Context: an optimization exercise on an open-source flow, tuned for a short achievable clock period. The choices shown serve that exercise and are no tape-out recipe.
At most, simulation tests tie the RTL to the original design; equivalence was not proved.
No functional check of the RTL was part of run 5.
Power figures rest on the tool's default switching activity, not on a simulated workload.

### flow/design.v
package bp_pkg;
   typedef enum logic [1:0] {
      STRONG_NT = 2'b00,
      WEAK_NT   = 2'b01,
      WEAK_T    = 2'b10,
      STRONG_T  = 2'b11
   } counter_t;
   localparam logic [31:0] STAT_MAX = 32'hFFFF_FFFF;
   function automatic counter_t sat_next(counter_t c, logic taken);
      counter_t n;
      n = c;
      case (c)
         bp_pkg::STRONG_NT: n = taken ? bp_pkg::WEAK_NT  : bp_pkg::STRONG_NT;
         bp_pkg::WEAK_NT:   n = taken ? bp_pkg::WEAK_T   : bp_pkg::STRONG_NT;
         bp_pkg::WEAK_T:    n = taken ? bp_pkg::STRONG_T : bp_pkg::WEAK_NT;
         bp_pkg::STRONG_T:  n = taken ? bp_pkg::STRONG_T : bp_pkg::WEAK_T;
         default:   n = bp_pkg::STRONG_NT;
      endcase
      sat_next = n;
   endfunction
endpackage
module bp_xnor2 (input logic a, b, output logic y);
   assign y = ~(a ^ b);
endmodule
module bp_nand4 (input logic a, b, c, d, output logic y);
   assign y = ~(a & b & c & d);
endmodule
module bp_nand3 (input logic a, b, c, output logic y);
   assign y = ~(a & b & c);
endmodule
module bp_nor4 (input logic a, b, c, d, output logic y);
   assign y = ~(a | b | c | d);
endmodule
module bp_nor3 (input logic a, b, c, output logic y);
   assign y = ~(a | b | c);
endmodule
module bp_a22oi (input logic a1, a2, b1, b2, output logic y);
   assign y = ~((a1 & a2) | (b1 & b2));
endmodule
module bp_or2 (input logic a, b, output logic y);
   assign y = a | b;
endmodule
module bp_o21a (input logic a1, a2, b, output logic y);
   assign y = (a1 | a2) & b;
endmodule
module bp_dec2 (input logic [1:0] a, output logic [3:0] y);
   assign y[0] = ~a[1] & ~a[0];
   assign y[1] = ~a[1] &  a[0];
   assign y[2] =  a[1] & ~a[0];
   assign y[3] =  a[1] &  a[0];
endmodule
module bp_and2 (input logic a, b, output logic y);
   assign y = a & b;
endmodule
module bp_nand2 (input logic a, b, output logic y);
   assign y = ~(a & b);
endmodule
module br_predictor_btb
#(
   parameter  int ENTRIES = 16,
   parameter  int HIST_W  = 4,
   localparam int IDX_W   = $clog2(ENTRIES)
) (
   input  logic              CLK,
   input  logic              nRST,
   input  logic [31:0]       lookup_pc,
   output logic              hit,
   output logic              predict,
   output logic [31:0]       pred_target,
   output logic [HIST_W-1:0] pred_hist,
   input  logic              pc_en,
   input  logic              upd_valid,
   input  logic [31:0]       upd_pc,
   input  logic              upd_taken,
   input  logic [31:0]       upd_target,
   input  logic              upd_pred,
   input  logic [HIST_W-1:0] upd_hist,
   output logic [31:0]       br_count,
   output logic [31:0]       mispred_count
);
   localparam int TAG_W = 32 - IDX_W - 2;    
   localparam int NGRP  = (TAG_W + 2 + 3) / 4;   
   logic [ENTRIES-1:0] valid;
   logic [TAG_W-1:0]   tags    [ENTRIES];
   logic [31:0]        targets [ENTRIES];
   logic [1:0]         ctr     [ENTRIES];
   logic [IDX_W-1:0]   l_idx, u_idx;
   logic [TAG_W-1:0]   l_tag, u_tag;
   logic               upd;
   assign l_idx = lookup_pc[IDX_W+1:2];
   assign l_tag = lookup_pc[31:IDX_W+2];
   assign u_idx = upd_pc[IDX_W+1:2];
   assign u_tag = upd_pc[31:IDX_W+2];
   assign upd = upd_valid & pc_en;
   logic [3:0]         l_dlo, l_dhi;
   logic [ENTRIES-1:0] l_vd;
   logic [ENTRIES-1:0] l_a, l_b;   
   bp_dec2 u_dlo (.a(l_idx[1:0]), .y(l_dlo));
   bp_dec2 u_dhi (.a(l_idx[3:2]), .y(l_dhi));
   for (genvar i = 0; i < ENTRIES; i++) begin : g_lk
      logic [4*NGRP-1:0] e;       
      logic [NGRP-1:0]   n;
      for (genvar k = 0; k < TAG_W; k++) begin : g_x
         bp_xnor2 u_x (.a(l_tag[k]), .b(tags[i][k]), .y(e[k]));
      end
      bp_and2 u_vd (.a(valid[i]), .b(l_dlo[i%4]), .y(l_vd[i]));
      assign e[TAG_W]   = l_vd[i];
      assign e[TAG_W+1] = l_dhi[i/4];
      for (genvar g = 0; g < NGRP; g++) begin : g_n
         bp_nand4 u_n (.a(e[4*g]), .b(e[4*g+1]), .c(e[4*g+2]), .d(e[4*g+3]), .y(n[g]));
      end
      bp_nor4 u_a (.a(n[0]), .b(n[1]), .c(n[2]), .d(n[3]), .y(l_a[i]));
      bp_nor3 u_b (.a(n[4]), .b(n[5]), .c(n[6]), .y(l_b[i]));
   end
   localparam int NCOPY = 4;
   logic [NCOPY-1:0] h0, h1;
   for (genvar c = 0; c < NCOPY; c++) begin : g_cp
      logic [ENTRIES/2-1:0] pair_n;   
      for (genvar p = 0; p < ENTRIES/2; p++) begin : g_pr
         bp_a22oi u_p (.a1(l_a[2*p]), .a2(l_b[2*p]), .b1(l_a[2*p+1]), .b2(l_b[2*p+1]),
                       .y(pair_n[p]));
      end
      bp_nand4 u_h0 (.a(pair_n[0]), .b(pair_n[1]), .c(pair_n[2]), .d(pair_n[3]), .y(h0[c]));
      bp_nand4 u_h1 (.a(pair_n[4]), .b(pair_n[5]), .c(pair_n[6]), .d(pair_n[7]), .y(h1[c]));
   end
   logic [3:0]  m_dlo, m_dhi;
   logic [32:0] l_rd;    
   logic [31:0] l_tgt;
   logic [1:0]  l_ctr;
   bp_dec2 u_mlo (.a(l_idx[1:0]), .y(m_dlo));
   bp_dec2 u_mhi (.a(l_idx[3:2]), .y(m_dhi));
   for (genvar b = 0; b < 33; b++) begin : g_mx
      logic [ENTRIES-1:0] d;
      logic [3:0]         gv;
      logic [1:0]         y;
      for (genvar i = 0; i < ENTRIES; i++) begin : g_d
         assign d[i] = (b == 32) ? ctr[i][1] : targets[i][b];
      end
      for (genvar q = 0; q < 4; q++) begin : g_q
         logic [1:0] x;
         bp_a22oi u_x0 (.a1(m_dlo[0]), .a2(d[4*q]),   .b1(m_dlo[1]), .b2(d[4*q+1]), .y(x[0]));
         bp_a22oi u_x1 (.a1(m_dlo[2]), .a2(d[4*q+2]), .b1(m_dlo[3]), .b2(d[4*q+3]), .y(x[1]));
         bp_nand2 u_g  (.a(x[0]), .b(x[1]), .y(gv[q]));
      end
      bp_a22oi u_y0 (.a1(m_dhi[0]), .a2(gv[0]), .b1(m_dhi[1]), .b2(gv[1]), .y(y[0]));
      bp_a22oi u_y1 (.a1(m_dhi[2]), .a2(gv[2]), .b1(m_dhi[3]), .b2(gv[3]), .y(y[1]));
      bp_nand2 u_m  (.a(y[0]), .b(y[1]), .y(l_rd[b]));
   end
   assign l_tgt    = l_rd[31:0];
   assign l_ctr[1] = l_rd[32];
   assign l_ctr[0] = 1'b0;    
   bp_or2  u_hitg (.a(h0[0]), .b(h1[0]), .y(hit));
   bp_o21a u_pred (.a1(h0[NCOPY-1]), .a2(h1[NCOPY-1]), .b(l_ctr[1]), .y(predict));
   for (genvar b = 0; b < 32; b++) begin : g_tg
      bp_o21a u_t (.a1(h0[b/(32/NCOPY)]), .a2(h1[b/(32/NCOPY)]), .b(l_tgt[b]), .y(pred_target[b]));
   end
   assign pred_hist = '0;
   logic [ENTRIES-1:0] u_sel, u_hit, u_alloc, u_tgt_we;
   always_comb begin
      for (int i = 0; i < ENTRIES; i++) begin
         u_sel[i]    = upd && (u_idx == IDX_W'(i));
         u_hit[i]    = valid[i] && (tags[i] == u_tag);
         u_alloc[i]  = u_sel[i] & ~u_hit[i];
         u_tgt_we[i] = u_sel[i] & (~u_hit[i] | upd_taken);
      end
   end
   always_ff @(posedge CLK or negedge nRST) begin
      if (!nRST) valid <= '0;
      else       valid <= valid | u_alloc;
   end
   always_ff @(posedge CLK) begin
      for (int i = 0; i < ENTRIES; i++) begin
         if (u_alloc[i])  tags[i]    <= u_tag;
         if (u_tgt_we[i]) targets[i] <= upd_target;
         if (u_sel[i]) begin
            if (!u_hit[i]) ctr[i] <= upd_taken ? bp_pkg::WEAK_T : bp_pkg::WEAK_NT;
            else           ctr[i] <= bp_pkg::sat_next(bp_pkg::counter_t'(ctr[i]), upd_taken);
         end
      end
   end
   logic unused_bits;
   assign unused_bits = ^{lookup_pc[1:0], upd_pc[1:0], upd_hist};
   always_ff @(posedge CLK or negedge nRST) begin
      if (!nRST) begin
         br_count      <= '0;
         mispred_count <= '0;
      end else if (upd) begin
         if (br_count != bp_pkg::STAT_MAX) br_count <= br_count + 32'd1;
         if ((upd_pred != upd_taken) && (mispred_count != bp_pkg::STAT_MAX))
            mispred_count <= mispred_count + 32'd1;
      end
   end
endmodule
### flow/flow/run.sh
#!/bin/bash
# The standard layout, with the lookup's pins grouped on one stretch of the
# top edge (flow/io.tcl, read by ORFS's floorplan step through IO_CONSTRAINTS)
# and timing-driven global placement weighting its critical nets harder.
set -euo pipefail
cd "$(dirname "$0")/.."
bash standard.sh "IO_CONSTRAINTS=$PWD/flow/io.tcl" \
  "GLOBAL_PLACEMENT_ARGS=-timing_driven_net_weight_max 8 -timing_driven_nets_percentage 15" \
  finish > standard.log 2>&1
### flow/flow/io.tcl
# Put the data pins on the top edge: the lookup's inputs and outputs together
# in the middle, the update's PC and controls to the left, its target to the
# right, so the tag and target storage gathers near the lookup pins.
set_io_pin_constraint -region top:140-210 -pin_names {lookup_pc[2] lookup_pc[3] lookup_pc[4] lookup_pc[5] lookup_pc[6] lookup_pc[7] lookup_pc[8] lookup_pc[9] lookup_pc[10] lookup_pc[11] lookup_pc[12] lookup_pc[13] lookup_pc[14] lookup_pc[15] lookup_pc[16] lookup_pc[17] lookup_pc[18] lookup_pc[19] lookup_pc[20] lookup_pc[21] lookup_pc[22] lookup_pc[23] lookup_pc[24] lookup_pc[25] lookup_pc[26] lookup_pc[27] lookup_pc[28] lookup_pc[29] lookup_pc[30] lookup_pc[31] pred_target[0] pred_target[1] pred_target[2] pred_target[3] pred_target[4] pred_target[5] pred_target[6] pred_target[7] pred_target[8] pred_target[9] pred_target[10] pred_target[11] pred_target[12] pred_target[13] pred_target[14] pred_target[15] pred_target[16] pred_target[17] pred_target[18] pred_target[19] pred_target[20] pred_target[21] pred_target[22] pred_target[23] pred_target[24] pred_target[25] pred_target[26] pred_target[27] pred_target[28] pred_target[29] pred_target[30] pred_target[31] hit predict}
set_io_pin_constraint -region top:60-135 -pin_names {upd_pc[2] upd_pc[3] upd_pc[4] upd_pc[5] upd_pc[6] upd_pc[7] upd_pc[8] upd_pc[9] upd_pc[10] upd_pc[11] upd_pc[12] upd_pc[13] upd_pc[14] upd_pc[15] upd_pc[16] upd_pc[17] upd_pc[18] upd_pc[19] upd_pc[20] upd_pc[21] upd_pc[22] upd_pc[23] upd_pc[24] upd_pc[25] upd_pc[26] upd_pc[27] upd_pc[28] upd_pc[29] upd_pc[30] upd_pc[31] upd_valid pc_en upd_taken upd_pred}
set_io_pin_constraint -region top:215-290 -pin_names {upd_target[0] upd_target[1] upd_target[2] upd_target[3] upd_target[4] upd_target[5] upd_target[6] upd_target[7] upd_target[8] upd_target[9] upd_target[10] upd_target[11] upd_target[12] upd_target[13] upd_target[14] upd_target[15] upd_target[16] upd_target[17] upd_target[18] upd_target[19] upd_target[20] upd_target[21] upd_target[22] upd_target[23] upd_target[24] upd_target[25] upd_target[26] upd_target[27] upd_target[28] upd_target[29] upd_target[30] upd_target[31]}
### flow/standard.sh
#!/bin/bash
# synth_recipe.tcl (not shown) runs the flow's synth.tcl, then flattens the netlist and writes it again
# the make line also repeats each setting of config.mk as NAME=value (left out here)
make -C /OpenROAD-flow-scripts/flow DESIGN_CONFIG=/design/flow/config.mk WORK_HOME=/design/flow/orfs CLKGATE_MAP_FILE= SYNTH_SCRIPT=/design/flow/synth_recipe.tcl "${@:-finish}"
### flow/config.mk
export PLATFORM = sky130hd
export DESIGN_NAME = br_predictor_btb
export DESIGN_NICKNAME = br_predictor_btb
export VERILOG_FILES = /design/flow/design.v
export SDC_FILE = /design/flow/constraint.sdc
export NUM_CORES = 4
export LEC_CHECK = 0
export CAP_MARGIN = 20
export CORE_MARGIN = 2
export CORE_UTILIZATION = 40
export SETUP_SLACK_MARGIN = 5.0
export SLEW_MARGIN = 20
export SYNTH_HIERARCHICAL = 1
export TNS_END_PERCENT = 0
### flow/constraint.sdc
create_clock -name core_clock -period 7.0 [get_ports {CLK}]
set_input_delay 1.4000 -clock core_clock [delete_from_list [all_inputs] [get_ports {CLK}]]
set_output_delay 1.4000 -clock core_clock [all_outputs]
set_load 0.01 [all_outputs]
==> metrics.md, run 1 <==
| Metric | Value |
|---|---|
| Post-detail-place hpwl | `103 mm` |
| Final worst-path cycle share | `70.9%` |
| Die Y-Extent | `354 um` |
| Status | `timing/DRC/antenna clean` |
| Register area | `about 0.031 mm2` |
| Drt pass-1 iters | `5` |
| Top cells by area in the synthesized netlist | `edfxtp_1 (59%), xnor2_1 (13%), a22oi_2 (9.3%)` |
| CTS H-tree lvls | `3` |
| Beginning of the worst hold path | `br_count[19]` |
| Most frequent cells in the layout | `edfxtp_1 (960), xnor2_1 (747), a22oi_2 (362)` |
| Width of the die | `354 um` |
| Area Overhead vs Synth | `20.1%` |
| Starting Density | `40.3%` |
| Synth Area per Inst | `14.9 um2` |
| Flops & latches, synth | `~1.0k` |
| Row count | `128` |
| Slew headroom | `between 20 and 25%` |
| Filler cells | `10.5k` |
| Reg2Reg Depth | `6` |
| Cell Area, Synth | `0.0489 mm2` |
| GR Overflow Total | `0` |
| Vias in the first global route | `roughly 31k` |
| Hold_buf cts | `0` |
| WL/cell | `29.4 um` |
| Min Clock Period, post-route | `4.97 ns` |
| Largest net degree at the start of global routing | `82` |
| Seq/Total Area, Yosys | `63.0%` |
| First-pass GRT wire length | `227 mm` |
| Synth Area in Adders | `0.0511%` |
| Total wire length | `161 mm` |
| Post-Syn Instances | `between 3k and 4k` |
| Crit Reg-Reg Startpoint | `tags[14][18]` |
| NetSw | `3.52 mW` |
| Synth area leader | `edfxtp_1` |
| Seq pwr share | `49.1%` |
| Clock share of power | `41.1%` |
| Worst-case clock skew | `~0.057 ns` |
| Simple-gate share of the synthesized area | `8.36%` |
| Post-synthesis mux area share | `0.0537%` |
| Die ar. | `0.125 mm2` |
| CTS Buf Count | `111` |
| Worst-Margin Slew | `1.15 ns` |
| Asr flop ratio synth | `7.69%` |
| Pint | `10.8 mW` |
| CP required | `5.60 ns` |
| Power, Total | `14.3 mW` |
| Critical path class | `in -> out` |
| IO Port Bufs | `195` |
| Clock Root Buffer | `clkbuf_16` |
| Gpl congestion | `0.892` |
| Setup-failing EPs final | `0` |
| Worst VDD drop | `around 0.00021 V` |
| Share of layout cells above drive strength 1 | `approximately 23%` |
| CP arrival | `3.57 ns` |
| Worst flop-to-flop path endpoint | `targets[14][18]` |
| Core ar. | `0.122 mm2` |
| Combinational Power Share | `under 10%` |
| Hold Path Class | `reg -> reg` |
| Crit. End Element | `primary output` |
| Hold Path End | `br_count[19]` |
| Static Leak | `19.6 nW` |
| Pwr dens | `244 mW/mm2` |
| Final hold vios | `0` |
| Vias | `31.3k` |
| CTS tree | `yes` |
| FF-to-FF setup slack | `3.86 ns` |
| Final nets | `3845` |
| Element type at the critical path start | `primary input` |
| Finished Core Util | `48.3%` |
| Synth cell types | `55` |
| Post-synth top flop | `edfxtp_1` |
| Worst Hold Depth | `1` |
| MaxCap Viol Count | `0` |
| RSZ-0062 raised after global routing | `yes` |
| Fmax | `201 MHz` |
| Largest buffer count on any clock path | `3` |
| CTS Sinks | `1040` |
| Compound-Gate Fraction of Synth Area | `11.6%` |
| Initial antenna violation count | `19` |
| Largest family of logic cells by synthesized area | `XOR/XNOR gates` |
| EDFF count, synth | `960` |
| Setup TNS | `0 ns` |
| Top-area cell type share of the netlist area | `58.9%` |
| Residual DRC count | `0` |
| Hold Slack | `between 0.4 and 0.5 ns` |
| IO Pins | `208` |
| Worst-path clk slew | `0.06 ns` |
| Syn. warnings | `13` |
| Clock latency (worst-skew pair) | `~0.74 ns` |
| GR Util All Layers | `25.2%` |
| Max-slew violations | `0` |
| Remaining antenna violation count | `0` |
| Multi-input combinational cell area | `~0.018 mm2` |
| Iter 0 DRT Violations | `3290` |
| Synth Area in XOR/XNOR | `16.0%` |
| Switching Share | `24.5%` |
| Vias per cell | `around 5.7` |
| Critical path peak fanout | `13` |
| Most common cell after layout, fill and taps aside | `edfxtp_1` |
-- worst max-delay path by stage --
stage / startpoint / to / slack [ns] / cells after the start
2_1_floorplan: lookup_pc[3] / pred_target[0] / 0.90 / 6
3_3_place_gp: lookup_pc[23] / pred_target[28] / 0.58 / 9
3_5_place_dp: lookup_pc[23] / pred_target[20] / 0.56 / 9
4_1_cts: lookup_pc[31] / pred_target[5] / 1.58 / 11
5_1_grt: lookup_pc[5] / pred_target[10] / 1.99 / 13
6_report: lookup_pc[13] / pred_target[10] / 2.03 / 14
-- final cells by class --
class | instances | area share [%]
timing repair buffer | 408 | 7.12
antenna | 11 | 0.0468
inverter | 27 | 0.172
clock inverter | 82 | 1.30
multi-input combinational | 2149 | 30.5
tap | 1625 | 3.46
sequential | 1040 | 52.5
clock buffer | 129 | 4.91
-- flip-flops by register name, indices dropped and copies added, names as in the netlist --
| signal | flops |
|---|---|
| br_count | 32 |
| ctr | 32 |
| mispred_count | 32 |
| tags | 416 |
| targets | 512 |
| valid | 16 |
-- Yosys stat by module (local to each module, per instance) --
module / area, um2 / times used / cells / flip-flops and latches
bp_nor3: 10.0 / 16 / 1 / 0
bp_xnor2: 8.76 / 416 / 1 / 0
bp_nand4: 6.26 / 120 / 1 / 0
bp_dec2: 26.3 / 4 / 4 / 0
br_predictor_btb: 38600 / 1 / 2125 / 1040
bp_nand2: 3.75 / 165 / 1 / 0
bp_o21a: 7.51 / 33 / 1 / 0
bp_a22oi: 12.5 / 362 / 1 / 0
bp_nor4: 12.5 / 16 / 1 / 0
bp_or2: 6.26 / 1 / 1 / 0
bp_and2: 6.26 / 16 / 1 / 0
-- metal layers --
| layer | vias up | track usage (%) | share of wire, % |
|---|---|---|---|
| met1 | 16300 | 32.9 | 40 |
| met5 | - | 0 | 0 |
| met3 | 315 | 3.44 | 6.0 |
| met4 | 0 | 10.0 | 4.6 |
| li1 | 13500 | - | - |
| met2 | 1164 | 42.6 | 49 |
-- cells by family after synthesis --
group,Yosys count
XOR/XNOR,893
AND/OR/NAND/NOR,746
flip-flops,1040
other,1
multiplexers,2
buffers and inverters,101
adder cells (fa/ha/maj),2
AO/OA/AOI/OAI,501
-- worst max-delay path: stages --
cell	delay [ns]
buf_12	0.15
buf_6	0.18
xnor2_1	0.19
nand4_1	0.18
nor4_4	0.29
buf_6	0.16
buf_4	0.12
a22oi_2	0.06
nand4_1	0.14
buf_6	0.20
buf_6	0.12
buf_6	0.09
o21a_1	0.10
buf_2	0.13
-- per-stage QoR --
stage / instances / area, um2 / setup WS, ns
after floorplan: 3289 / 49000 / 0.903
after global placement: 5186 / 53700 / 0.578
after CTS: 5426 / 58100 / 1.58
final: 5471 / 58800 / 2.03
after global routing: 5468 / 58800 / 1.99
after detailed placement: 5186 / 53700 / 0.558
-- power groups by stage --
stage / registers, mW / clock network (mW) / logic (mW)
floorplan: 7.14 / 0 / 0.677
global route: 7.05 / 6.22 / 1.47
global placement: 7.16 / 0 / 1.33
finish: 7.04 / 5.90 / 1.41
detailed placement: 7.16 / 0 / 1.33
CTS: 7.04 / 5.97 / 1.37
-- repair_timing --
item / in CTS / in global routing
buffers inserted: 25 / 31
setup endpoints to repair: 1170 / 1172
gates cloned: 4 / 3
gates resized for setup: 104 / 134
pin swaps: 18 / 34
-- synth_stat cells (all sizes together) (3+ instances only) --
library cell / instances
edfxtp: 960
xnor2: 748
a22oi: 362
nand4: 238
nand2: 210
xor2: 145
dfrtp: 80
nor2: 69
nor3: 58
buf: 55
nor4: 55
o21a: 49
nand3: 39
and2: 37
inv: 27
clkbuf: 19
o31a: 19
a21o: 16
a2bb2oi: 12
a41o: 12
a41oi: 12
and4: 6
nor2b: 6
or3: 5
a21oi: 4
and2b: 4
and3: 4
o41ai: 4
or2: 4
o31ai: 3
or4: 3
==> run 2, diff against run 1 <==
==> flow/flow/io.tcl (replaced) <==
# Put the data pins on the top edge: the lookup's inputs and outputs together
# in the middle, the update's PC and controls to the left, its target to the
# right, so the tag and target storage gathers near the lookup pins. The
# pred_target pins that share one copy of the hit signal (8 bits each) are kept
# next to each other.
set_io_pin_constraint -region top:140-210 -pin_names {lookup_pc[2] lookup_pc[3] lookup_pc[4] lookup_pc[5] lookup_pc[6] lookup_pc[7] lookup_pc[8] lookup_pc[9] lookup_pc[10] lookup_pc[11] lookup_pc[12] lookup_pc[13] lookup_pc[14] lookup_pc[15] lookup_pc[16] lookup_pc[17] lookup_pc[18] lookup_pc[19] lookup_pc[20] lookup_pc[21] lookup_pc[22] lookup_pc[23] lookup_pc[24] lookup_pc[25] lookup_pc[26] lookup_pc[27] lookup_pc[28] lookup_pc[29] lookup_pc[30] lookup_pc[31] hit predict}
set_io_pin_constraint -region top:60-135 -pin_names {upd_pc[2] upd_pc[3] upd_pc[4] upd_pc[5] upd_pc[6] upd_pc[7] upd_pc[8] upd_pc[9] upd_pc[10] upd_pc[11] upd_pc[12] upd_pc[13] upd_pc[14] upd_pc[15] upd_pc[16] upd_pc[17] upd_pc[18] upd_pc[19] upd_pc[20] upd_pc[21] upd_pc[22] upd_pc[23] upd_pc[24] upd_pc[25] upd_pc[26] upd_pc[27] upd_pc[28] upd_pc[29] upd_pc[30] upd_pc[31] upd_valid pc_en upd_taken upd_pred}
set_io_pin_constraint -region top:215-290 -pin_names {upd_target[0] upd_target[1] upd_target[2] upd_target[3] upd_target[4] upd_target[5] upd_target[6] upd_target[7] upd_target[8] upd_target[9] upd_target[10] upd_target[11] upd_target[12] upd_target[13] upd_target[14] upd_target[15] upd_target[16] upd_target[17] upd_target[18] upd_target[19] upd_target[20] upd_target[21] upd_target[22] upd_target[23] upd_target[24] upd_target[25] upd_target[26] upd_target[27] upd_target[28] upd_target[29] upd_target[30] upd_target[31]}
set_io_pin_constraint -region top:140-210 -group -order -pin_names {pred_target[0] pred_target[1] pred_target[2] pred_target[3] pred_target[4] pred_target[5] pred_target[6] pred_target[7]}
set_io_pin_constraint -region top:140-210 -group -order -pin_names {pred_target[8] pred_target[9] pred_target[10] pred_target[11] pred_target[12] pred_target[13] pred_target[14] pred_target[15]}
set_io_pin_constraint -region top:140-210 -group -order -pin_names {pred_target[16] pred_target[17] pred_target[18] pred_target[19] pred_target[20] pred_target[21] pred_target[22] pred_target[23]}
set_io_pin_constraint -region top:140-210 -group -order -pin_names {pred_target[24] pred_target[25] pred_target[26] pred_target[27] pred_target[28] pred_target[29] pred_target[30] pred_target[31]}
--- a/flow/config.mk
+++ b/flow/config.mk
@@ -8,7 +8,7 @@
 export CAP_MARGIN = 20
 export CORE_MARGIN = 2
 export CORE_UTILIZATION = 40
-export SETUP_SLACK_MARGIN = 5.0
+export SETUP_SLACK_MARGIN = 3.5
 export SLEW_MARGIN = 20
 export SYNTH_HIERARCHICAL = 1
-export TNS_END_PERCENT = 0
+export TNS_END_PERCENT = 10
==> metrics.md, run 2 <==
| Metric | Value |
|---|---|
| Status | `timing/DRC/antenna clean` |
| Remaining antenna violation count | `0` |
| Worst-path clk slew | `0.07 ns` |
| Post-synthesis mux area share | `0.0537%` |
| Final nets | `3922` |
| Vias in the first global route | `30.8k` |
| Flops & latches, synth | `1040` |
| Die ar. | `0.125 mm2` |
| Hold_buf cts | `0` |
| First-pass GRT wire length | `232 mm` |
| Initial antenna violation count | `16` |
| CP arrival | `between 3 and 4 ns` |
| Slowest CP cell | `clkdlybuf4s15_2` |
| Critical path peak fanout | `9` |
| RSZ-0062 raised after global routing | `yes` |
| Critical Path Max Stage Delay | `~0.25 ns` |
| GR Util All Layers | `26.0%` |
| CTS tree | `yes` |
| Die Y-Extent | `about 350 um` |
| Residual DRC count | `0` |
| Drt pass-1 iters | `5` |
| Width of the die | `354 um` |
| Most common cell after layout, fill and taps aside | `edfxtp_1` |
| Top-area cell type share of the netlist area | `roughly 59%` |
| Slew headroom | `28.1%` |
| Iter 0 DRT Violations | `3265` |
| Gpl congestion | `around 0.87` |
| Setup TNS | `0 ns` |
| CTS Buf Count | `109` |
| Worst path bufs/invs | `6` |
| Synth Area in Adders | `0.0511%` |
| Element type at the critical path start | `primary input` |
| Setup-failing EPs final | `0` |
| Hold Slack | `0.491 ns` |
| Most frequent cells in the layout | `edfxtp_1 (960), xnor2_1 (696), a22oi_2 (362)` |
| Hold Path Class | `reg -> reg` |
| Seq/Total Area, Yosys | `a little over three fifths` |
| Post-synth top flop | `edfxtp_1` |
| Starting Density | `40.3%` |
| Crit. End Element | `primary output` |
| Max reg flops | `slightly above 500` |
| Design area | `approximately 0.061 mm2` |
| GR Overflow Total | `0` |
| Clock Root Buffer | `clkbuf_16` |
| IO Port Bufs | `195` |
| Largest family of logic cells by synthesized area | `XOR/XNOR gates` |
| WL/cell | `slightly above 30 um` |
| Top cells by area in the synthesized netlist | `edfxtp_1 (59%), xnor2_1 (13%), a22oi_2 (9.3%)` |
| Post-Syn Instances | `3286` |
| Power, Total | `14.4 mW` |
| Share of layout cells above drive strength 1 | `27.2%` |
| Max-slew violations | `0` |
| Cell Area, Synth | `about 0.05 mm2` |
| Placed cell area | `0.0538 mm2` |
| Top-count cell post-synth | `edfxtp_1` |
| Post-detail-place hpwl | `101 mm` |
| Synth Area in XOR/XNOR | `16.0%` |
| Synth area leader | `edfxtp_1` |
| Core ar. | `between 0.1 and 0.15 mm2` |
| Synth Area per Inst | `14.9 um2` |
| Final hold vios | `0` |
| Min Clock Period, post-route | `4.78 ns` |
| EDFF count, synth | `960` |
| Compound-Gate Fraction of Synth Area | `between 10 and 15%` |
| Simple-gate share of the synthesized area | `8.36%` |
| Top flop regs | `targets x512, tags x416` |
| Top post-synthesis cells by count | `edfxtp_1 (960), xnor2_1 (748), a22oi_2 (362), nand4_1 (237), nand2_1 (210)` |
| Asr flop ratio synth | `under 10%` |
| Critical path class | `in -> out` |
| Row count | `128` |
| CP top delay family | `buffers and inverters` |
| CTS Sinks | `1040` |
| CTS H-tree lvls | `3` |
| Largest net degree at the start of global routing | `57` |
| Synth cell types | `55` |
| Syn. warnings | `13` |
| Final worst-path cycle share | `68.3%` |
| Worst-case clock skew | `0.0542 ns` |
| Static Leak | `20.1 nW` |
| Clock latency (worst-skew pair) | `0.73 ns` |
| Worst VDD drop | `0.000224 V` |
| Finished Layout Cells | `5545` |
| Total wire length | `between 150 and 200 mm` |
| CP Cell Sequence | `buf_16, buf_12, xnor2_2, nand4_1, nor4_4, buf_6, buf_4, a22oi_2, nand4_1, buf_12, o21a_1, clkdlybuf4s15_2` |
| MaxCap Viol Count | `0` |
| CP required | `~5.6 ns` |
| Area Overhead vs Synth | `24.1%` |
| Worst-Margin Slew | `1.08 ns` |
| Vias per cell | `around 5.7` |
| DP Cell Count | `5172` |
| Vias | `around 32k` |
| IO Pins | `208` |
| Top reg by flops | `targets` |
| Fmax | `between 200 and 250 MHz` |
| Largest buffer count on any clock path | `3` |
| Pwr dens | `about 240 mW/mm2` |
-- run 2: where the power goes --
part           switching (mW)  internal [mW]  total (mW)
Sequential              0.116           6.91        7.03
Clock                    2.53           3.30        5.82
Combinational           0.900          0.625        1.53
-- run 2: logic make-up (layout without fill, tap and decap cells) --
| kind of cell | Yosys count | after routing |
|---|---|---|
| adders and majority gates | 2 | 2 |
| and+or+nand+nor | 746 | 747 |
| buffers and inverters | 101 | 715 |
| other | 1 | 15 |
| AOI/OAI and AO/OA | 501 | 506 |
| xor gates and xnor gates | 893 | 893 |
| DFF | 1040 | 1040 |
| muxes | 2 | 2 |
-- run 2: repair_timing --
action | 4_1_cts | 5_1_grt
endpoints found under the hold margin | 0 | 0
pin swaps | 80 | 67
cloned | 21 | 6
setup buffers | 93 | 36
setup endpoints to repair | 950 | 861
resized for setup | 440 | 101
-- run 2: final timing paths --
path,start,endpoint,slack [ns],depth (start not counted)
max in group asynchronous,nRST,br_count[24],5.18,2
worst max-delay path,lookup_pc[14],pred_target[28],2.22,12
worst max register to register,tags[13][15],tags[13][13],4.03,6
worst min register to register,valid[4],valid[4],0.49,1
min in group asynchronous,nRST,valid[4],0.72,1
worst min-delay path,valid[4],valid[4],0.49,1
-- run 2: modules after synthesis, one instance, submodules excluded --
module / cell area [um2] / times used / flip-flops and latches
bp_nand4: 6.26 / 120 / 0
bp_and2: 6.26 / 16 / 0
bp_nor3: 10.0 / 16 / 0
bp_o21a: 7.51 / 33 / 0
bp_xnor2: 8.76 / 416 / 0
bp_nor4: 12.5 / 16 / 0
bp_a22oi: 12.5 / 362 / 0
bp_or2: 6.26 / 1 / 0
bp_nand2: 3.75 / 165 / 0
bp_dec2: 26.3 / 4 / 0
br_predictor_btb: 38600 / 1 / 1040
-- run 2: stage by stage --
step           setup slack (ns)  utilization (%)
6_report                   2.22             49.9
5_1_grt                    2.20             49.9
4_1_cts                    2.27             49.2
3_5_place_dp              0.893             44.3
3_3_place_gp              0.911             44.3
2_1_floorplan             0.903                -
-- run 2: area by class of cell --
type	count	area, um2
multi-input cells	2154	18700
repair buffers	482	5490
inverters	27	101
diodes	11	27.5
fillers	10300	60900
flip-flops and latches	1040	30800
well taps	1625	2030
clock buffers	136	2850
clock inverters	70	684
-- run 2: worst reg2reg max path, stage by stage (launching register included) --
cell and delay (ns):
edfxtp_1 0.43, xnor2_1 0.22, nand4_1 0.13, nor4_1 0.92, nand3_1 0.30, and2_2 0.49, buf_4 0.25
-- run 2: metal layers --
metal	global-route usage (%)	vias up	routed length, um
met5	0	-	50
met2	42.3	1368	78800
met4	15.2	8	12000
met1	32.4	16200	65500
li1	-	13700	-
met3	5.03	431	11800
==> run 3, diff against run 2 <==
==> flow/flow/run.sh (replaced) <==
#!/bin/bash
# The standard layout with three changes:
#  - the data pins are placed on the top edge as flow/io.tcl says (read by
#    ORFS's floorplan step through IO_CONSTRAINTS);
#  - timing-driven global placement weights its critical nets harder;
#  - the delay cells (flow/dont_use.txt) are added to sky130hd's own don't-use
#    list (flow/platform_dont_use.txt), so repair sizes buffers on the lookup
#    path to real buffers instead of slow delay cells.
set -euo pipefail
cd "$(dirname "$0")/.."
DU="$(cat flow/platform_dont_use.txt flow/dont_use.txt | tr '\n' ' ')"
bash standard.sh "IO_CONSTRAINTS=$PWD/flow/io.tcl" \
  "GLOBAL_PLACEMENT_ARGS=-timing_driven_net_weight_max 8 -timing_driven_nets_percentage 15" \
  "DONT_USE_CELLS=$DU" \
  finish > standard.log 2>&1
==> flow/flow/dont_use.txt (new file) <==
sky130_fd_sc_hd__clkdlybuf4s15_1
sky130_fd_sc_hd__clkdlybuf4s15_2
sky130_fd_sc_hd__clkdlybuf4s18_1
sky130_fd_sc_hd__clkdlybuf4s18_2
sky130_fd_sc_hd__clkdlybuf4s25_1
sky130_fd_sc_hd__clkdlybuf4s25_2
sky130_fd_sc_hd__clkdlybuf4s50_1
sky130_fd_sc_hd__clkdlybuf4s50_2
sky130_fd_sc_hd__dlygate4sd1_1
sky130_fd_sc_hd__dlygate4sd2_1
sky130_fd_sc_hd__dlygate4sd3_1
sky130_fd_sc_hd__dlymetal6s2s_1
sky130_fd_sc_hd__dlymetal6s4s_1
sky130_fd_sc_hd__dlymetal6s6s_1
==> flow/flow/platform_dont_use.txt (new file) <==
sky130_fd_sc_hd__probe_p_8
sky130_fd_sc_hd__probec_p_8
sky130_fd_sc_hd__lpflow_bleeder_1
sky130_fd_sc_hd__lpflow_clkbufkapwr_1
sky130_fd_sc_hd__lpflow_clkbufkapwr_16
sky130_fd_sc_hd__lpflow_clkbufkapwr_2
sky130_fd_sc_hd__lpflow_clkbufkapwr_4
sky130_fd_sc_hd__lpflow_clkbufkapwr_8
sky130_fd_sc_hd__lpflow_clkinvkapwr_1
sky130_fd_sc_hd__lpflow_clkinvkapwr_16
sky130_fd_sc_hd__lpflow_clkinvkapwr_2
sky130_fd_sc_hd__lpflow_clkinvkapwr_4
sky130_fd_sc_hd__lpflow_clkinvkapwr_8
sky130_fd_sc_hd__lpflow_decapkapwr_12
sky130_fd_sc_hd__lpflow_decapkapwr_3
sky130_fd_sc_hd__lpflow_decapkapwr_4
sky130_fd_sc_hd__lpflow_decapkapwr_6
sky130_fd_sc_hd__lpflow_decapkapwr_8
sky130_fd_sc_hd__lpflow_inputiso0n_1
sky130_fd_sc_hd__lpflow_inputiso0p_1
sky130_fd_sc_hd__lpflow_inputiso1n_1
sky130_fd_sc_hd__lpflow_inputiso1p_1
sky130_fd_sc_hd__lpflow_inputisolatch_1
sky130_fd_sc_hd__lpflow_isobufsrc_1
sky130_fd_sc_hd__lpflow_isobufsrc_16
sky130_fd_sc_hd__lpflow_isobufsrc_2
sky130_fd_sc_hd__lpflow_isobufsrc_4
sky130_fd_sc_hd__lpflow_isobufsrc_8
sky130_fd_sc_hd__lpflow_isobufsrckapwr_16
sky130_fd_sc_hd__lpflow_lsbuf_lh_hl_isowell_tap_1
sky130_fd_sc_hd__lpflow_lsbuf_lh_hl_isowell_tap_2
sky130_fd_sc_hd__lpflow_lsbuf_lh_hl_isowell_tap_4
sky130_fd_sc_hd__lpflow_lsbuf_lh_isowell_4
sky130_fd_sc_hd__lpflow_lsbuf_lh_isowell_tap_1
sky130_fd_sc_hd__lpflow_lsbuf_lh_isowell_tap_2
sky130_fd_sc_hd__lpflow_lsbuf_lh_isowell_tap_4
sky130_fd_sc_hd__fill_1
sky130_fd_sc_hd__fill_2
sky130_fd_sc_hd__fill_4
sky130_fd_sc_hd__fill_8
==> metrics.md, run 3 <==
| Metric | Value |
|---|---|
| Pwr dens | `roughly 240 mW/mm2` |
| Finished Layout Cells | `5516` |
| Top-area cell type share of the netlist area | `58.9%` |
| Initial antenna violation count | `21` |
| IO Pins | `208` |
| Row count | `128` |
| Top post-synthesis cells by count | `edfxtp_1 (960), xnor2_1 (748), a22oi_2 (362), nand4_1 (237), nand2_1 (210)` |
| Placed cell area | `~0.053 mm2` |
| Largest net degree at the start of global routing | `56` |
| CTS tree | `yes` |
| Final worst-path cycle share | `66.6%` |
| Most common cell after layout, fill and taps aside | `edfxtp_1` |
| CP Cell Sequence | `clkbuf_8, buf_2, xnor2_1, nand4_1, nor3_4, a22oi_2, nand4_1, buf_6, o21a_1, buf_1` |
| Max-slew violations | `0` |
| Reg2Reg Depth | `6` |
| IO Port Bufs | `~200` |
| CTS Buf Count | `108` |
| Status | `timing/DRC/antenna clean` |
| Seq/Total Area, Yosys | `63.0%` |
| Drt pass-1 iters | `6` |
| Remaining antenna violation count | `0` |
| Die Y-Extent | `~350 um` |
| Power, Total | `14.1 mW` |
| FF-to-FF setup slack | `3.68 ns` |
| Critical Path Max Stage Delay | `0.35 ns` |
| Post-Syn Instances | `3286` |
| Asr flop ratio synth | `7.69%` |
| Crit Reg-Reg Startpoint | `tags[13][23]` |
| Top-count cell post-synth | `edfxtp_1` |
| Design area | `a little under 0.06 mm2` |
| EDFF count, synth | `960` |
| Gpl congestion | `between 0.8 and 0.9` |
| Setup TNS | `0 ns` |
| Worst flop-to-flop path endpoint | `targets[13][6]` |
| Clock latency (worst-skew pair) | `0.74 ns` |
| Finished Core Util | `just under 50%` |
| Worst VDD drop | `0.000194 V` |
| Synth Area per Inst | `14.9 um2` |
| Hold Slack | `0.491 ns` |
| Slew headroom | `a little over a tenth` |
| Vias | `32.1k` |
| Largest buffer count on any clock path | `3` |
| First-pass GRT wire length | `235 mm` |
| Slowest CP cell | `nor3_4` |
| GR Overflow Total | `0` |
| Worst-Margin Slew | `between 1 and 1.5 ns` |
| Top reg by flops | `targets` |
| Worst-case clock skew | `roughly 0.05 ns` |
| Hold Path End | `valid[12]` |
| CP required | `5.60 ns` |
| Top cells by area in the synthesized netlist | `edfxtp_1 (59%), xnor2_1 (13%), a22oi_2 (9.3%)` |
| CTS H-tree lvls | `3` |
| Most used cell, CP | `nand4_1` |
| Vias per cell | `5.83` |
| Min Clock Period, post-route | `between 4 and 5 ns` |
| Core ar. | `0.122 mm2` |
| Die ar. | `0.125 mm2` |
| Beginning of the worst hold path | `valid[12]` |
| Clock Root Buffer | `clkbuf_16` |
| MaxCap Viol Count | `0` |
| Top flop regs | `targets x512, tags x416` |
| Critical path peak fanout | `9` |
| Area Overhead vs Synth | `20.2%` |
| Fmax | `214 MHz` |
| GR Util All Layers | `26.4%` |
| Final hold vios | `0` |
| Max reg flops | `approximately 500` |
| Total wire length | `170 mm` |
| Syn. warnings | `13` |
| CTS Sinks | `about 1.0k` |
| Setup-failing EPs final | `0` |
| Final nets | `3896` |
| Critical path class | `in -> out` |
| Vias in the first global route | `31.2k` |
| Filler cells | `10.5k` |
| Post-detail-place hpwl | `104 mm` |
| Static Leak | `between 15 and 20 nW` |
| Most frequent cells in the layout | `edfxtp_1 (960), xnor2_1 (715), a22oi_2 (362)` |
| Cell Area, Synth | `a little under 0.05 mm2` |
| WL/cell | `30.7 um` |
| Pre-CTS setup slack | `about 1.2 ns` |
| Share of layout cells above drive strength 1 | `24.6%` |
| Starting Density | `40.3%` |
| CP arrival | `~3.3 ns` |
| Worst-path clk slew | `0.06 ns` |
| Worst Hold Depth | `1` |
| Residual DRC count | `0` |
| RSZ-0062 raised after global routing | `yes` |
| Post-synth top flop | `edfxtp_1` |
| Synth cell types | `54` |
| Iter 0 DRT Violations | `around 3.7k` |
| Final worst slack | `2.34 ns` |
| DP Cell Count | `5207` |
| Width of the die | `~350 um` |
| Element type at the critical path start | `primary input` |
| Crit. End Element | `primary output` |
| Flops & latches, synth | `1040` |
| Hold Path Class | `reg -> reg` |
| Synth area leader | `edfxtp_1` |
-- run 3: changes by cell type in the layout (fill, tap and decap cells not counted), moves of 23 or more --
cell	delta
buf_4	-161
buf_1	+173
buf_12	-39
clkbuf_8	+29
buf_2	+50
buf_16	-23
clkdlybuf4s50_1	-103
-- run 3: worst max-delay path by stage --
stage / slack [ns] / cells after the start / end / start
after floorplan: 0.90 / 6 / pred_target[0] / lookup_pc[3]
after global placement: 1.35 / 9 / pred_target[4] / lookup_pc[5]
after detailed placement: 1.20 / 9 / pred_target[2] / lookup_pc[5]
after CTS: 2.42 / 12 / pred_target[4] / lookup_pc[13]
after global routing: 2.27 / 10 / pred_target[18] / lookup_pc[26]
final: 2.34 / 10 / pred_target[31] / lookup_pc[26]
-- run 3: final cells by class --
class	count	area (um2)	area share, %
well taps	1625	2030	3.46
clock buffers	148	3000	5.10
diodes	15	37.5	0.0638
repair buffers	452	3720	6.33
clock inverters	50	440	0.749
multi-input cells	2159	18600	31.7
inverters	27	101	0.172
flip-flops and latches	1040	30800	52.4
-- run 3: layer usage --
metal  vias to the layer above  GRT usage [%]  part of all wire, %
met1                     16400           33.6                   39
met2                      1605           42.4                   47
met5                         -              0                0.017
met4                         4           15.4                  6.5
met3                       456           4.59                  7.7
li1                      13700              -                    -
-- run 3: worst max-delay path, delay by kind of cell --
| family | cells | cell delay, ns |
|---|---|---|
| AO/OA/AOI/OAI | 2 | 0.22 |
| XOR/XNOR | 1 | 0.16 |
| buffers and inverters | 4 | 0.80 |
| AND/OR/NAND/NOR | 3 | 0.68 |
-- run 3: what timing repair did --
item / CTS / global route
hold buffers: 0 / 0
setup buffers: 69 / 6
endpoints found under the setup margin: 948 / 551
pin swaps: 71 / 24
gates cloned: 18 / 3
resized for setup: 354 / 56
-- run 3: power by group --
part / switching (mW) / internal, mW / leakage, nW / total [mW]
logic: 0.896 / 0.519 / 7.74 / 1.42
registers: 0.111 / 6.92 / 9.69 / 7.03
clock network: 2.48 / 3.18 / 1.68 / 5.66
-- run 3: per-module statistics from Yosys, one instance, submodules excluded, a selection --
module / copies in the design / area, um2 / cells
bp_a22oi: 362 / 12.5 / 1
bp_and2: 16 / 6.26 / 1
bp_xnor2: 416 / 8.76 / 1
bp_nor4: 16 / 12.5 / 1
br_predictor_btb: 1 / 38600 / 2125
bp_dec2: 4 / 26.3 / 4
bp_nand4: 120 / 6.26 / 1
bp_or2: 1 / 6.26 / 1
bp_nand2: 165 / 3.75 / 1
-- run 3: cells by family after synthesis --
logic type / Yosys count / share of synthesized area [%]
flip-flops: 1040 / 63.0
other: 1 / 0.00766
AND/OR/NAND/NOR: 746 / 8.36
adder cells (fa/ha/maj): 2 / 0.0511
XOR/XNOR: 893 / 16.0
multiplexers: 2 / 0.0537
buffers and inverters: 101 / 0.959
AO/OA/AOI/OAI: 501 / 11.6
==> run 4, diff against run 3 <==
==> flow/flow/io.tcl (replaced) <==
# Put the data pins on the top edge: the lookup's inputs and outputs together
# in the middle, the update's PC and controls to the left, its target to the
# right, so the tag and target storage gathers near the lookup pins.
set_io_pin_constraint -region top:140-210 -pin_names {lookup_pc[2] lookup_pc[3] lookup_pc[4] lookup_pc[5] lookup_pc[6] lookup_pc[7] lookup_pc[8] lookup_pc[9] lookup_pc[10] lookup_pc[11] lookup_pc[12] lookup_pc[13] lookup_pc[14] lookup_pc[15] lookup_pc[16] lookup_pc[17] lookup_pc[18] lookup_pc[19] lookup_pc[20] lookup_pc[21] lookup_pc[22] lookup_pc[23] lookup_pc[24] lookup_pc[25] lookup_pc[26] lookup_pc[27] lookup_pc[28] lookup_pc[29] lookup_pc[30] lookup_pc[31] pred_target[0] pred_target[1] pred_target[2] pred_target[3] pred_target[4] pred_target[5] pred_target[6] pred_target[7] pred_target[8] pred_target[9] pred_target[10] pred_target[11] pred_target[12] pred_target[13] pred_target[14] pred_target[15] pred_target[16] pred_target[17] pred_target[18] pred_target[19] pred_target[20] pred_target[21] pred_target[22] pred_target[23] pred_target[24] pred_target[25] pred_target[26] pred_target[27] pred_target[28] pred_target[29] pred_target[30] pred_target[31] hit predict}
set_io_pin_constraint -region top:60-135 -pin_names {upd_pc[2] upd_pc[3] upd_pc[4] upd_pc[5] upd_pc[6] upd_pc[7] upd_pc[8] upd_pc[9] upd_pc[10] upd_pc[11] upd_pc[12] upd_pc[13] upd_pc[14] upd_pc[15] upd_pc[16] upd_pc[17] upd_pc[18] upd_pc[19] upd_pc[20] upd_pc[21] upd_pc[22] upd_pc[23] upd_pc[24] upd_pc[25] upd_pc[26] upd_pc[27] upd_pc[28] upd_pc[29] upd_pc[30] upd_pc[31] upd_valid pc_en upd_taken upd_pred}
set_io_pin_constraint -region top:215-290 -pin_names {upd_target[0] upd_target[1] upd_target[2] upd_target[3] upd_target[4] upd_target[5] upd_target[6] upd_target[7] upd_target[8] upd_target[9] upd_target[10] upd_target[11] upd_target[12] upd_target[13] upd_target[14] upd_target[15] upd_target[16] upd_target[17] upd_target[18] upd_target[19] upd_target[20] upd_target[21] upd_target[22] upd_target[23] upd_target[24] upd_target[25] upd_target[26] upd_target[27] upd_target[28] upd_target[29] upd_target[30] upd_target[31]}
==> metrics.md, run 4 <==
| Metric | Value |
|---|---|
| Final hold vios | `0` |
| Switching Share | `24.3%` |
| Top reg by flops | `targets` |
| Max-slew violations | `0` |
| Static Leak | `19.1 nW` |
| Area Overhead vs Synth | `19.9%` |
| Status | `timing/DRC/antenna clean` |
| Top post-synthesis cells by count | `edfxtp_1 (960), xnor2_1 (748), a22oi_2 (362), nand4_1 (237), nand2_1 (210)` |
| Top flop regs | `targets x512, tags x416` |
| Seq/Total Area, Yosys | `63.0%` |
| Critical Path Max Stage Delay | `0.34 ns` |
| Min Clock Period, post-route | `4.64 ns` |
| Element type at the critical path start | `primary input` |
| Most common cell after layout, fill and taps aside | `edfxtp_1` |
| Core ar. | `between 0.1 and 0.15 mm2` |
| GR Overflow Total | `0` |
| Hold Slack | `0.484 ns` |
| Pint | `10.9 mW` |
| Worst VDD drop | `between 0.0002 and 0.00025 V` |
| Most frequent cells in the layout | `edfxtp_1 (960), xnor2_1 (720), a22oi_2 (362)` |
| Final worst-path cycle share | `~66%` |
| Syn. warnings | `13` |
| Residual DRC count | `0` |
| Slowest CP cell | `nor4_4` |
| Flops & latches, synth | `approximately 1.0k` |
| Vias in the first global route | `31.0k` |
| Synth Area per Inst | `around 15 um2` |
| CP Cell Sequence | `clkbuf_16, buf_12, xnor2_2, nand4_1, nor4_4, buf_6, a22oi_2, nand4_1, buf_6, o21a_1, buf_1` |
| Worst-path clk slew | `0.06 ns` |
| RSZ-0062 raised after global routing | `yes` |
| Clock share of power | `41.6%` |
| Vias per cell | `5.73` |
| Iter 0 DRT Violations | `3661` |
| Finished Layout Cells | `about 5.5k` |
| CTS H-tree lvls | `3` |
| Clock latency (worst-skew pair) | `just over 0.7 ns` |
| MaxCap Viol Count | `0` |
| Max reg flops | `between 500 and 600` |
| CP required | `about 5.6 ns` |
| IO Port Bufs | `195` |
| Setup-failing EPs final | `0` |
| CTS tree | `yes` |
| Synth area leader | `edfxtp_1` |
| DP Cell Count | `5176` |
| Initial antenna violation count | `21` |
| Clock Root Buffer | `clkbuf_16` |
| GR Util All Layers | `25.3%` |
| Asr flop ratio synth | `7.69%` |
| Pwr dens | `about 250 mW/mm2` |
| Setup TNS | `0 ns` |
| NetSw | `3.50 mW` |
| Post-synth top flop | `edfxtp_1` |
| EDFF count, synth | `960` |
| Fmax | `215 MHz` |
| Row count | `128` |
| CP top delay family | `buffers and inverters` |
| Final nets | `3893` |
| Top-count cell post-synth | `edfxtp_1` |
| Drt pass-1 iters | `6` |
| Largest buffer count on any clock path | `3` |
| Post-detail-place hpwl | `102 mm` |
| WL/cell | `29.6 um` |
| Largest net degree at the start of global routing | `60` |
| Worst-case clock skew | `0.0398 ns` |
| Top cells by area in the synthesized netlist | `edfxtp_1 (59%), xnor2_1 (13%), a22oi_2 (9.3%)` |
| Width of the die | `354 um` |
| Starting Density | `40.3%` |
| Worst path bufs/invs | `5` |
| Seq pwr share | `between 40% and 50%` |
| First-pass GRT wire length | `228 mm` |
| Hold Path Class | `reg -> reg` |
| Remaining antenna violation count | `0` |
| Die Y-Extent | `354 um` |
| Share of layout cells above drive strength 1 | `roughly 25%` |
| Vias | `between 30k and 40k` |
| CTS Buf Count | `109` |
| Critical path class | `in -> out` |
| Worst-Margin Slew | `1.11 ns` |
| Total wire length | `163 mm` |
| Combinational Power Share | `9.7%` |
| Crit. End Element | `primary output` |
| CP arrival | `between 3 and 4 ns` |
| Die ar. | `0.125 mm2` |
| Cell Area, Synth | `0.0489 mm2` |
| Critical path peak fanout | `9` |
| Top-area cell type share of the netlist area | `between 50 and 60%` |
| Filler cells | `10.6k` |
| IO Pins | `208` |
| Gpl congestion | `0.872` |
| CTS Sinks | `1040` |
| Slew headroom | `25.8%` |
| Synth cell types | `54` |
| Post-Syn Instances | `around 3.3k` |
[run 4: cell count changes in the layout (fill, tap and decap cells not counted), moves of 6 or more]
cell	change
bufinv_16	+10
nand2_1	-6
nand2_2	+6
clkbuf_8	-21
clkbuf_2	+12
clkbuf_1	-8
diode_2	-8
buf_4	+7
[run 4: power groups by stage]
stage                     combinational, mW  clock, mW  sequential [mW]
after floorplan                       0.684          0             7.14
after global placement                 1.25          0             7.15
after detailed placement               1.26          0             7.15
after CTS                              1.34       6.07             7.02
after global routing                   1.46       6.29             7.04
final                                  1.39       5.99             7.02
[run 4: timing repair]
item | in CTS | in global routing
pin swaps | 49 | 27
gates cloned | 7 | 4
hold buffers | 0 | 0
endpoints found under the setup margin | 939 | 706
buffers inserted | 55 | 56
resized for setup | 251 | 115
[run 4: kinds of logic (layout without fill, tap and decap cells)]
logic type	Yosys count	in the layout	synth area share (%)
other cells	1	11	0.00766
fa+ha+maj	2	2	0.0511
compound gates	501	504	11.6
xor+xnor	893	893	16.0
flops	1040	1040	63.0
simple gates	746	749	8.36
mux	2	2	0.0537
buf+inv	101	684	0.959
[run 4: metrics by stage]
stage	cell area (um2)	power (mW)	setup WS, ns	util [%]
6_report	58700	14.4	2.36	48.3
5_1_grt	58700	14.8	2.31	48.3
4_1_cts	57900	14.4	2.37	47.6
3_5_place_dp	52500	8.41	1.11	43.2
3_3_place_gp	52500	8.40	1.14	43.2
2_1_floorplan	49200	7.83	0.903	-
[run 4: routing by layer]
layer | global-route usage [%] | vias up | wire length (um)
met5 | 0 | - | 0
met4 | 12.5 | 0 | 9700
met3 | 4.86 | 386 | 13500
met2 | 40.5 | 1450 | 75700
met1 | 33.0 | 16100 | 64100
li1 | - | 13600 | -
[run 4: final timing paths]
kind	start	slack (ns)	cells past startpoint	to
max in group asynchronous	nRST	4.85	2	valid[14]
max reg2reg	tags[0][1]	3.79	6	targets[0][17]
min in group asynchronous	nRST	0.89	1	valid[0]
min reg2reg	valid[4]	0.48	1	valid[4]
min	valid[4]	0.48	1	valid[4]
max	lookup_pc[7]	2.36	11	pred_target[30]
[run 4: cell type report]
class	instances	area, um2	share of cell area [%]
sequential	1040	30800	52.5
multi-input combinational	2154	18500	31.5
timing repair buffer	453	3530	6.01
clock buffer	135	2890	4.92
tap	1625	2030	3.47
clock inverter	69	778	1.33
inverter	27	101	0.173
antenna	7	17.5	0.0299
[run 4: worst register-to-register path, cell delays in order (launching register included)]
cell and delay (ns):
edfxtp_1 0.45, xor2_1 0.19, nor4_1 0.39, nand4_1 0.31, or2_2 0.41, o21a_2 0.54, buf_1 0.52
[run 4: modules after synthesis, one instance, submodules excluded, excerpt]
module,flops+latches,times used,cell area [um2]
bp_nor4,0,16,12.5
br_predictor_btb,1040,1,38600
bp_nand2,0,165,3.75
bp_and2,0,16,6.26
bp_o21a,0,33,7.51
bp_xnor2,0,416,8.76
bp_a22oi,0,362,12.5
bp_or2,0,1,6.26
==> run 5, diff against run 4 <==
--- a/flow/design.v
+++ b/flow/design.v
@@ -113,13 +113,13 @@
       bp_nor3 u_b (.a(n[4]), .b(n[5]), .c(n[6]), .y(l_b[i]));
    end
    localparam int NCOPY = 4;
-   logic [NCOPY-1:0] h0, h1;
+   logic [ENTRIES/2-1:0] pair_n;   
+   logic [NCOPY-1:0]     h0, h1;
+   for (genvar p = 0; p < ENTRIES/2; p++) begin : g_pr
+      bp_a22oi u_p (.a1(l_a[2*p]), .a2(l_b[2*p]), .b1(l_a[2*p+1]), .b2(l_b[2*p+1]),
+                    .y(pair_n[p]));
+   end
    for (genvar c = 0; c < NCOPY; c++) begin : g_cp
-      logic [ENTRIES/2-1:0] pair_n;   
-      for (genvar p = 0; p < ENTRIES/2; p++) begin : g_pr
-         bp_a22oi u_p (.a1(l_a[2*p]), .a2(l_b[2*p]), .b1(l_a[2*p+1]), .b2(l_b[2*p+1]),
-                       .y(pair_n[p]));
-      end
       bp_nand4 u_h0 (.a(pair_n[0]), .b(pair_n[1]), .c(pair_n[2]), .d(pair_n[3]), .y(h0[c]));
       bp_nand4 u_h1 (.a(pair_n[4]), .b(pair_n[5]), .c(pair_n[6]), .d(pair_n[7]), .y(h1[c]));
    end
==> metrics.md, run 5 <==
| Metric | Value |
|---|---|
| Status | `timing/DRC/antenna clean` |
| Largest net degree at the start of global routing | `47` |
| Final worst-path cycle share | `68.2%` |
| Hold Slack | `0.490 ns` |
| FF-to-FF setup slack | `3.70 ns` |
| Critical Path Max Stage Delay | `0.38 ns` |
| Most common cell after layout, fill and taps aside | `edfxtp_1` |
| Hold_buf cts | `0` |
| EDFF count, synth | `960` |
| Post-detail-place hpwl | `about 100 mm` |
| CTS tree | `yes` |
| Width of the die | `353 um` |
| First-pass GRT wire length | `230 mm` |
| Max-slew violations | `0` |
| Max reg flops | `512` |
| CP arrival | `approximately 3.4 ns` |
| Syn. warnings | `13` |
| Critical path class | `in -> out` |
| Residual DRC count | `0` |
| Clock latency (worst-skew pair) | `0.72 ns` |
| Top reg by flops | `targets` |
| Drt pass-1 iters | `5` |
| MaxCap Viol Count | `0` |
| Core ar. | `0.120 mm2` |
| Design area | `0.0581 mm2` |
| Final nets | `3854` |
| Finished Layout Cells | `about 5.5k` |
| Element type at the critical path start | `primary input` |
| IO Pins | `208` |
| Top-area cell type share of the netlist area | `between 50% and 60%` |
| Reg2Reg Depth | `6` |
| Worst-path clk slew | `0.06 ns` |
| WL/cell | `30.3 um` |
| Most frequent cells in the layout | `edfxtp_1 (960), xnor2_1 (730), a22oi_2 (338)` |
| Clock Root Buffer | `clkbuf_16` |
| Crit. End Element | `primary output` |
| CP required | `5.60 ns` |
| Area Overhead vs Synth | `19.5%` |
| Top post-synthesis cells by count | `edfxtp_1 (960), xnor2_1 (748), a22oi_2 (338), nand4_1 (237), nand2_1 (210)` |
| Initial antenna violation count | `18` |
| Synth area leader | `edfxtp_1` |
| CP Cell Sequence | `clkbuf_16, buf_12, xnor2_1, nand4_1, nor4_4, a22oi_2, nand4_1, buf_6, o21a_1, buf_2` |
| Setup TNS | `0 ns` |
| CTS H-tree lvls | `3` |
| Final hold vios | `0` |
| Post-synth top flop | `edfxtp_1` |
| Fmax | `209 MHz` |
| Share of layout cells above drive strength 1 | `23.7%` |
| Top cells by area in the synthesized netlist | `edfxtp_1 (59%), xnor2_1 (13%), a22oi_2 (8.7%)` |
| CTS Sinks | `1040` |
| Remaining antenna violation count | `0` |
| Top-count cell post-synth | `edfxtp_1` |
| Seq/Total Area, Yosys | `63.4%` |
| Largest buffer count on any clock path | `3` |
| Vias per cell | `about 5.8` |
| Gpl congestion | `0.893` |
| Asr flop ratio synth | `7.69%` |
| Top flop regs | `targets x512, tags x416` |
| Filler cells | `~10k` |
| Slew headroom | `a little over a fifth` |
| GR Util All Layers | `25.9%` |
| Starting Density | `40.4%` |
| Synth cell types | `between 50 and 60` |
| Iter 0 DRT Violations | `about 3.5k` |
| Placed cell area | `0.0521 mm2` |
| Most used cell, CP | `nand4_1` |
| Worst VDD drop | `0.000206 V` |
| Power, Total | `14.5 mW` |
| Die ar. | `~0.12 mm2` |
| Die Y-Extent | `353 um` |
| Worst Hold Depth | `1` |
| Synth Area per Inst | `14.9 um2` |
| Post-Syn Instances | `3262` |
| Total wire length | `165 mm` |
| Worst-Margin Slew | `1.19 ns` |
| Pwr dens | `between 200 and 300 mW/mm2` |
| Row count | `127` |
| Min Clock Period, post-route | `4.78 ns` |
| Static Leak | `18.7 nW` |
| IO Port Bufs | `195` |
| CTS Buf Count | `108` |
| Flops & latches, synth | `1040` |
| DP Cell Count | `5158` |
| GR Overflow Total | `0` |
| Vias | `~31k` |
| Critical path peak fanout | `11` |
| Vias in the first global route | `31.0k` |
| Slowest CP cell | `nor4_4` |
| Setup-failing EPs final | `0` |
| Hold Path Class | `reg -> reg` |
| Worst-case clock skew | `0.0371 ns` |
| Cell Area, Synth | `0.0486 mm2` |
| RSZ-0062 raised after global routing | `yes` |
-- run 5: cell types whose count changed in the layout (fill, tap and decap cells not counted), moves of 6 or more --
cell / change
nor3_4: -16
clkbuf_8: +9
a22oi_2: -24
xnor2_2: -10
xnor2_1: +10
nor4_4: -6
nor3_2: +17
and2_1: +6
clkbuf_2: -14
-- run 5: metrics by stage --
stage,setup slack [ns],utilization [%]
finish,2.22,48.3
global route,2.16,48.3
CTS,2.34,47.8
detailed placement,1.34,43.3
global placement,1.40,43.3
floorplan,0.903,-
-- run 5: modules after synthesis, one instance, submodules excluded --
module,cells,cell area [um2]
bp_and2,1,6.26
bp_nor4,1,12.5
bp_or2,1,6.26
bp_a22oi,1,12.5
bp_dec2,4,26.3
bp_nand4,1,6.26
br_predictor_btb,2125,38600
bp_xnor2,1,8.76
bp_o21a,1,7.51
bp_nor3,1,10.0
bp_nand2,1,3.75
-- run 5: worst max-delay path, delay by kind of cell --
kind / cells / cell delay (ns)
AND/OR/NAND/NOR: 3 / 0.79
buffers and inverters: 4 / 0.68
AO/OA/AOI/OAI: 2 / 0.32
XOR/XNOR: 1 / 0.14
-- run 5: final timing paths --
| kind | from | to |
|---|---|---|
| worst max-delay path | lookup_pc[21] | pred_target[15] |
| min in group asynchronous | nRST | valid[2] |
| worst min register to register | br_count[31] | br_count[31] |
| worst min-delay path | br_count[31] | br_count[31] |
| worst max register to register | tags[9][24] | targets[9][5] |
| max in group asynchronous | nRST | valid[11] |
-- run 5: logic make-up after synthesis --
logic type                 count (synthesis)  share of synthesized area [%]
DFF                                     1040                           63.4
xor gates and xnor gates                 893                           16.1
and+or+nand+nor                          746                           8.42
other                                      1                        0.00771
muxes                                      2                         0.0540
AOI/OAI and AO/OA                        477                           11.0
adders and majority gates                  2                         0.0515
buffers and inverters                    101                          0.965
-- run 5: routing by layer --
layer  GRT usage (%)  vias to the layer above  share of wire [%]
met2            41.2                     1515                 46
met5               0                        -                  0
met4            14.4                        0                6.4
li1                -                    13500                  -
met3            4.26                      409                7.6
met1            33.6                    16000                 40
-- run 5: final cells by class --
| type | count | area [um2] | area share (%) |
|---|---|---|---|
| Inverter | 27 | 101 | 0.174 |
| Multi-Input combinational cell | 2132 | 18000 | 30.9 |
| Sequential cell | 1040 | 30800 | 53.1 |
| Clock buffer | 137 | 2930 | 5.05 |
| Tap cell | 1612 | 2020 | 3.47 |
| Antenna cell | 9 | 22.5 | 0.0388 |
| Clock inverter | 63 | 803 | 1.38 |
| Timing Repair Buffer | 437 | 3420 | 5.89 |
-- run 5: what timing repair did --
item                                   CTS  global route
buffers inserted                        66            14
endpoints found under the hold margin    0             0
cloned                                   6             4
gates resized for setup                282           110
pin swaps                               30            26
setup endpoints to repair              921           730
-- run 5: power by group --
part	internal [mW]	leakage, nW	switching (mW)
Combinational	0.509	7.17	0.898
Sequential	6.91	9.69	0.106
Clock	3.59	1.83	2.51

[static timing again, ports no longer ideal]
Ports are ideal in the flow. The routed layouts listed here were re-timed in OpenROAD. Step 1, drivers: a clkbuf_16 drives CLK and a buf_2 each remaining input, both assumed. Step 2, shift: input delay + t, output delay - t, t = (earliest + latest rising clock arrival at the registers) / 2. This alone moves slack from input paths to output paths. Three values: no drivers, after step 1, after step 2; two values: the first two.
run | t, ns | slack for setup (ns) | cell pins on the clock port's net
run 1 | 0.785 | 2.034 / 1.963 / 1.577 | 1
run 2 | 0.778 | 2.221 / 1.931 / 1.931 | 1
run 3 | 0.794 | 2.338 / 2.131 / 2.041 | 1
run 4 | 0.773 | 2.357 / 2.117 / 1.968 | 1
run 5 | 0.778 | 2.224 / 2.166 / 2.129 | 1
After both steps every run listed still meets setup and hold. The setup slack of run 1, which loses most, moves by -0.071 ns with the drivers and by -0.457 ns with both steps.
